This design comes from an exercise in tuning for small area and a short achievable clock period on the open sky130 flow, not from production work.
At most, simulation tests tie the RTL to the original design; equivalence was not proved.
Power and IR drop assume default switching activity.

==> run M <==
==> flow/design.v <==
package axis_wconv_pkg;
    function automatic integer wconv_depth(input integer nin, input integer nout);
        wconv_depth = nin + nout;
    endfunction
    function automatic integer wconv_cnt_w(input integer nin, input integer nout);
        wconv_cnt_w = $clog2(nin + nout + 1);
    endfunction
    function automatic bit wconv_params_ok(input integer nin, input integer nout);
        wconv_params_ok = (nin >= 1) && (nout >= 1);
    endfunction
endpackage
module wconv_sbuf
#(
    parameter int B    = 16,
    parameter int NIN  = 12,
    parameter int NOUT = 16,
    parameter int D    = NIN + NOUT,
    parameter int CW   = $clog2(D + 1)
) (
    input  logic              aclk,
    input  logic              areset,
    input  logic              push,
    input  logic [CW-1:0]     cnt,
    input  logic [CW-1:0]     pop_cnt,
    input  logic [NIN*B-1:0]  in_dat,
    output logic [NOUT*B-1:0] head
);
    logic [D*B-1:0] mem;
    logic [D*B-1:0] mem_nxt;
    int             base;
    always_comb begin
        mem_nxt = '0;
        base    = int'(cnt) - int'(pop_cnt);
        for (int i = 0; i < D; i++) begin
            if (i + int'(pop_cnt) < D) begin
                mem_nxt[i*B +: B] = mem[(i + int'(pop_cnt))*B +: B];
            end
            if (push && (i >= base) && (i < base + NIN)) begin
                mem_nxt[i*B +: B] = in_dat[(i - base)*B +: B];
            end
        end
    end
    always_ff @(posedge aclk) begin
        if (areset) begin
            mem <= '0;
        end else begin
            mem <= mem_nxt;
        end
    end
    assign head = mem[NOUT*B-1:0];
endmodule
module axis_wconv_v2
#(
    parameter int B    = 16,
    parameter int NIN  = 12,
    parameter int NOUT = 16
) (
    input  logic              aclk,
    input  logic              areset,
    input  logic              s_axis_tvalid,
    output logic              s_axis_tready,
    input  logic [NIN*B-1:0]  s_axis_tdata,
    input  logic              s_axis_tlast,
    output logic              m_axis_tvalid,
    input  logic              m_axis_tready,
    output logic [NOUT*B-1:0] m_axis_tdata,
    output logic              m_axis_tlast
);
    localparam int D  = axis_wconv_pkg::wconv_depth(NIN, NOUT);
    localparam int CW = axis_wconv_pkg::wconv_cnt_w(NIN, NOUT);
    if (!axis_wconv_pkg::wconv_params_ok(NIN, NOUT)) begin : g_bad_params
        $error("axis_wconv_v2: NIN and NOUT must both be at least 1");
    end
    logic [CW-1:0]     cnt;
    logic [CW-1:0]     pop_cnt;
    logic              flush;
    logic              s_rdy;
    logic              m_vld;
    logic              m_lst;
    logic              s_hs;
    logic              m_hs;
    logic [NOUT*B-1:0] head;
    assign s_rdy = (cnt <= CW'(D - NIN)) && !flush;
    assign m_vld = (cnt >= CW'(NOUT)) || (flush && (cnt != '0));
    assign m_lst = flush && (cnt <= CW'(NOUT));
    assign s_axis_tready = s_rdy && !areset;
    assign m_axis_tvalid = m_vld && !areset;
    assign m_axis_tlast  = m_lst && !areset;
    assign m_axis_tdata  = areset ? '0 : head;
    assign s_hs    = s_axis_tvalid && s_axis_tready;
    assign m_hs    = m_axis_tvalid && m_axis_tready;
    assign pop_cnt = !m_hs ? '0 : ((cnt >= CW'(NOUT)) ? CW'(NOUT) : cnt);
    always_ff @(posedge aclk) begin
        if (areset) begin
            cnt   <= '0;
            flush <= 1'b0;
        end else begin
            cnt <= cnt + (s_hs ? CW'(NIN) : '0) - pop_cnt;
            if (m_hs && m_axis_tlast) begin
                flush <= 1'b0;
            end else if (s_hs && s_axis_tlast) begin
                flush <= 1'b1;
            end
        end
    end
    wconv_sbuf #(
        .B    (B),
        .NIN  (NIN),
        .NOUT (NOUT),
        .D    (D),
        .CW   (CW)
    ) u_sbuf (
        .aclk    (aclk),
        .areset  (areset),
        .push    (s_hs),
        .cnt     (cnt),
        .pop_cnt (pop_cnt),
        .in_dat  (s_axis_tdata),
        .head    (head)
    );
endmodule
==> flow/run.sh <==
#!/bin/bash
# synth_recipe.tcl (not shown) runs the flow's synth.tcl, then flattens the netlist and writes it again
# the make line also repeats each setting of config.mk as NAME=value (left out here)
make -C /OpenROAD-flow-scripts/flow DESIGN_CONFIG=/design/flow/config.mk WORK_HOME=/design/flow/orfs CLKGATE_MAP_FILE= SYNTH_SCRIPT=/design/flow/synth_recipe.tcl finish
==> flow/config.mk <==
export PLATFORM = sky130hd
export DESIGN_NAME = axis_wconv_v2
export DESIGN_NICKNAME = axis_wconv_v2
export VERILOG_FILES = /design/flow/design.v
export SDC_FILE = /design/flow/constraint.sdc
export NUM_CORES = 4
export LEC_CHECK = 0
export CAP_MARGIN = 20
export CORE_MARGIN = 2
export CORE_UTILIZATION = 20
export SLEW_MARGIN = 20
==> flow/constraint.sdc <==
create_clock -name core_clock -period 7.0 [get_ports {aclk}]
set_input_delay 1.4000 -clock core_clock [delete_from_list [all_inputs] [get_ports {aclk}]]
set_output_delay 1.4000 -clock core_clock [all_outputs]
set_load 0.01 [all_outputs]
==> run Y: changes against run M <==
==> flow/design.v, changed modules only <==
module wconv_sbuf
#(
    parameter int B    = 16,
    parameter int NIN  = 12,
    parameter int NOUT = 16
) (
    input  logic              aclk,
    input  logic              s_valid,    
    input  logic              m_ready,    
    input  logic              m_vld,      
    input  logic [4:0]        at,         
    input  logic [NIN*B-1:0]  in_dat,
    output logic [NOUT*B-1:0] head
);
    localparam int GW = 4 * B;      
    localparam int NG = 7;          
    localparam int NI = 3;          
    logic [NG*GW-1:0] grp;
    logic [NG*GW-1:0] grp_n;
    logic             pop;
    logic [NG-1:0]    hold;
    logic [NG*NI-1:0] wr;           
    logic [4:0]       at_le;        
    assign pop = m_ready && m_vld;
    always_comb begin
        at_le[0] = at[0];
        for (int g = 1; g < 5; g++) begin
            at_le[g] = at_le[g-1] || at[g];
        end
        for (int g = 0; g < NG; g++) begin
            for (int k = 0; k < NI; k++) begin
                if (g - k < 0) begin
                    wr[g*NI+k] = 1'b0;
                end else if (g - k == 0) begin
                    wr[g*NI+k] = s_valid && (at[0] || (m_ready && at[4]));
                end else if (g - k < 4) begin
                    wr[g*NI+k] = s_valid && at[g-k];
                end else if (g - k == 4) begin
                    wr[g*NI+k] = s_valid && at[4] && !m_ready;
                end else begin
                    wr[g*NI+k] = 1'b0;
                end
            end
            hold[g] = !(pop || (s_valid && at_le[(g < 4) ? g : 4]));
        end
        for (int g = 0; g < NG; g++) begin
            grp_n[g*GW +: GW] = {GW{hold[g]}} & grp[g*GW +: GW];
            if (g + 4 < NG) begin
                grp_n[g*GW +: GW] = grp_n[g*GW +: GW] | ({GW{pop}} & grp[(g+4)*GW +: GW]);
            end
            for (int k = 0; k < NI; k++) begin
                grp_n[g*GW +: GW] = grp_n[g*GW +: GW] | ({GW{wr[g*NI+k]}} & in_dat[k*GW +: GW]);
            end
        end
    end
    always_ff @(posedge aclk) begin
        grp <= grp_n;
    end
    assign head = grp[NOUT*B-1:0];
endmodule
module axis_wconv_v2
#(
    parameter int B    = 16,
    parameter int NIN  = 12,
    parameter int NOUT = 16
) (
    input  logic              aclk,
    input  logic              areset,
    input  logic              s_axis_tvalid,
    output logic              s_axis_tready,
    input  logic [NIN*B-1:0]  s_axis_tdata,
    input  logic              s_axis_tlast,
    output logic              m_axis_tvalid,
    input  logic              m_axis_tready,
    output logic [NOUT*B-1:0] m_axis_tdata,
    output logic              m_axis_tlast
);
    logic [2:0] cnt_g;       
    logic       flush;
    logic       rdy_r;       
    logic       vld_r;       
    logic       lst_r;       
    logic [4:0] at_r;        
    logic [2:0] cnt_n;
    logic       flush_n;
    logic       rdy_n;
    logic       s_hs;
    logic       m_hs;
    assign s_axis_tready = rdy_r && !areset;
    assign m_axis_tvalid = vld_r && !areset;
    assign m_axis_tlast  = lst_r && !areset;
    assign s_hs = s_axis_tvalid && rdy_r;
    assign m_hs = m_axis_tready && vld_r;
    always_comb begin
        cnt_n   = cnt_g;
        flush_n = flush;
        if (m_hs) begin
            cnt_n = (cnt_g >= 3'd4) ? cnt_g - 3'd4 : 3'd0;
        end
        if (s_hs) begin
            cnt_n = cnt_n + 3'd3;
        end
        if (m_hs && lst_r) begin
            flush_n = 1'b0;
        end else if (s_hs && s_axis_tlast) begin
            flush_n = 1'b1;
        end
        rdy_n = (cnt_n <= 3'd4) && !flush_n;
    end
    always_ff @(posedge aclk) begin
        if (areset) begin
            cnt_g <= 3'd0;
            flush <= 1'b0;
            rdy_r <= 1'b1;
            vld_r <= 1'b0;
            lst_r <= 1'b0;
            at_r  <= 5'b00001;
        end else begin
            cnt_g <= cnt_n;
            flush <= flush_n;
            rdy_r <= rdy_n;
            vld_r <= (cnt_n >= 3'd4) || (flush_n && (cnt_n != 3'd0));
            lst_r <= flush_n && (cnt_n <= 3'd4);
            for (int k = 0; k < 5; k++) begin
                at_r[k] <= rdy_n && (cnt_n == 3'(k));
            end
        end
    end
    wconv_sbuf #(
        .B    (B),
        .NIN  (NIN),
        .NOUT (NOUT)
    ) u_sbuf (
        .aclk    (aclk),
        .s_valid (s_axis_tvalid),
        .m_ready (m_axis_tready),
        .m_vld   (vld_r),
        .at      (at_r),
        .in_dat  (s_axis_tdata),
        .head    (m_axis_tdata)
    );
endmodule
==> flow/flow/run.sh (new file) <==
#!/bin/bash
# Standard layout, with the port buffers made from the smallest buffer cell instead of the
# cell buffer_ports picks by default (a slow delay cell).
set -euo pipefail
export BUFFER_PORTS_ARGS="-buffer_cell sky130_fd_sc_hd__buf_1"
bash standard.sh > make_finish.log 2>&1
==> flow/standard.sh (new file) <==
#!/bin/bash
# synth_recipe.tcl (not shown) runs the flow's synth.tcl, then flattens the netlist and writes it again
# the make line also repeats each setting of config.mk as NAME=value (left out here)
make -C /OpenROAD-flow-scripts/flow DESIGN_CONFIG=/design/flow/config.mk WORK_HOME=/design/flow/orfs CLKGATE_MAP_FILE= SYNTH_SCRIPT=/design/flow/synth_recipe.tcl "${@:-finish}"
--- a/flow/config.mk
+++ b/flow/config.mk
@@ -8,4 +8,5 @@
 export CAP_MARGIN = 20
 export CORE_MARGIN = 2
-export CORE_UTILIZATION = 20
+export CORE_UTILIZATION = 40
+export SETUP_SLACK_MARGIN = 3.7
 export SLEW_MARGIN = 20
removed: flow/run.sh
==> results_tabular.tex <==
\begin{tabular}{lr}
\hline
Metric & Value \\
\hline
\multicolumn{2}{l}{\textbf{Route}} \\
\quad Routed length on met3 & 74600 um \\
\quad Avg Vias per Cell & roughly 6.3 \\
\multicolumn{2}{l}{\textbf{GRT}} \\
\quad Met2 Usage GRT & between 30\% and 40\% \\
\multicolumn{2}{l}{\textbf{Floorplan}} \\
\quad Vertical die dimension & 496 um \\
\multicolumn{2}{l}{\textbf{Power and ir drop}} \\
\quad Max power group & combinational logic \\
\quad Cell Int Power & just under 9000 uW \\
\multicolumn{2}{l}{\textbf{Run status}} \\
\quad Run status & no timing/DRC/antenna violations \\
\multicolumn{2}{l}{\textbf{Setup path}} \\
\quad Critical path's most frequent cell & buf\_4 \\
\quad Required time of the critical path & approximately 7.6 ns \\
\hline
\end{tabular}
That was run M.
==> results_tabular.tex <==
\begin{tabular}{lr}
\hline
Metric & Value \\
\hline
\multicolumn{2}{l}{\textbf{Route}} \\
\quad Routed length on met3 & approximately 5700 um \\
\quad Avg Vias per Cell & just under 6 \\
\multicolumn{2}{l}{\textbf{Power and ir drop}} \\
\quad Max power group & registers \\
\quad Cell Int Power & between 5000 and 6000 uW \\
\multicolumn{2}{l}{\textbf{Run status}} \\
\quad Run status & no timing/DRC/antenna violations \\
\multicolumn{2}{l}{\textbf{GRT}} \\
\quad Met2 Usage GRT & around a third \\
\multicolumn{2}{l}{\textbf{Synthesis}} \\
\quad Mapped cell area & between 15000 and 20000 um\^{}2 \\
\multicolumn{2}{l}{\textbf{Floorplan}} \\
\quad Vertical die dimension & 227 um \\
\multicolumn{2}{l}{\textbf{Setup path}} \\
\quad Required time of the critical path & between 5 and 6 ns \\
\hline
\end{tabular}
That was run Y.
The RTL of run Y was laid out without a check of its function.

## what the ideal ports hide
In the flow no input, the clock included, has a driving cell. The finished layouts below were timed again as built, in two steps. Step 1 assumes that a clkbuf_16 drives the clock port and a buf_2 every other input. Step 2 adds t to the input delays and takes it off the output delays; t is the mean of the earliest and latest rising clock arrival at the registers after step 1. Input paths then give back, and output paths get back, about the clock's delay inside the block. Slacks: ideal ports / drivers / drivers and shift; pairs: ideal ports / drivers.
run | shift t [ns] | setup WS [ns] | slew at the worst register clock pin (ns) | cell pins on the clock port's net
run M | 0.807 | 0.800 / 0.854 / 0.047 | 0.07 / 0.07 | 1
run Y | 0.633 | 3.761 / 3.739 / 3.209 | 0.07 / 0.07 | 1
After both steps setup and hold are still met in every run listed. For run M, which loses most, drivers alone change the setup slack by +0.054 ns; drivers and shift together by -0.753 ns.
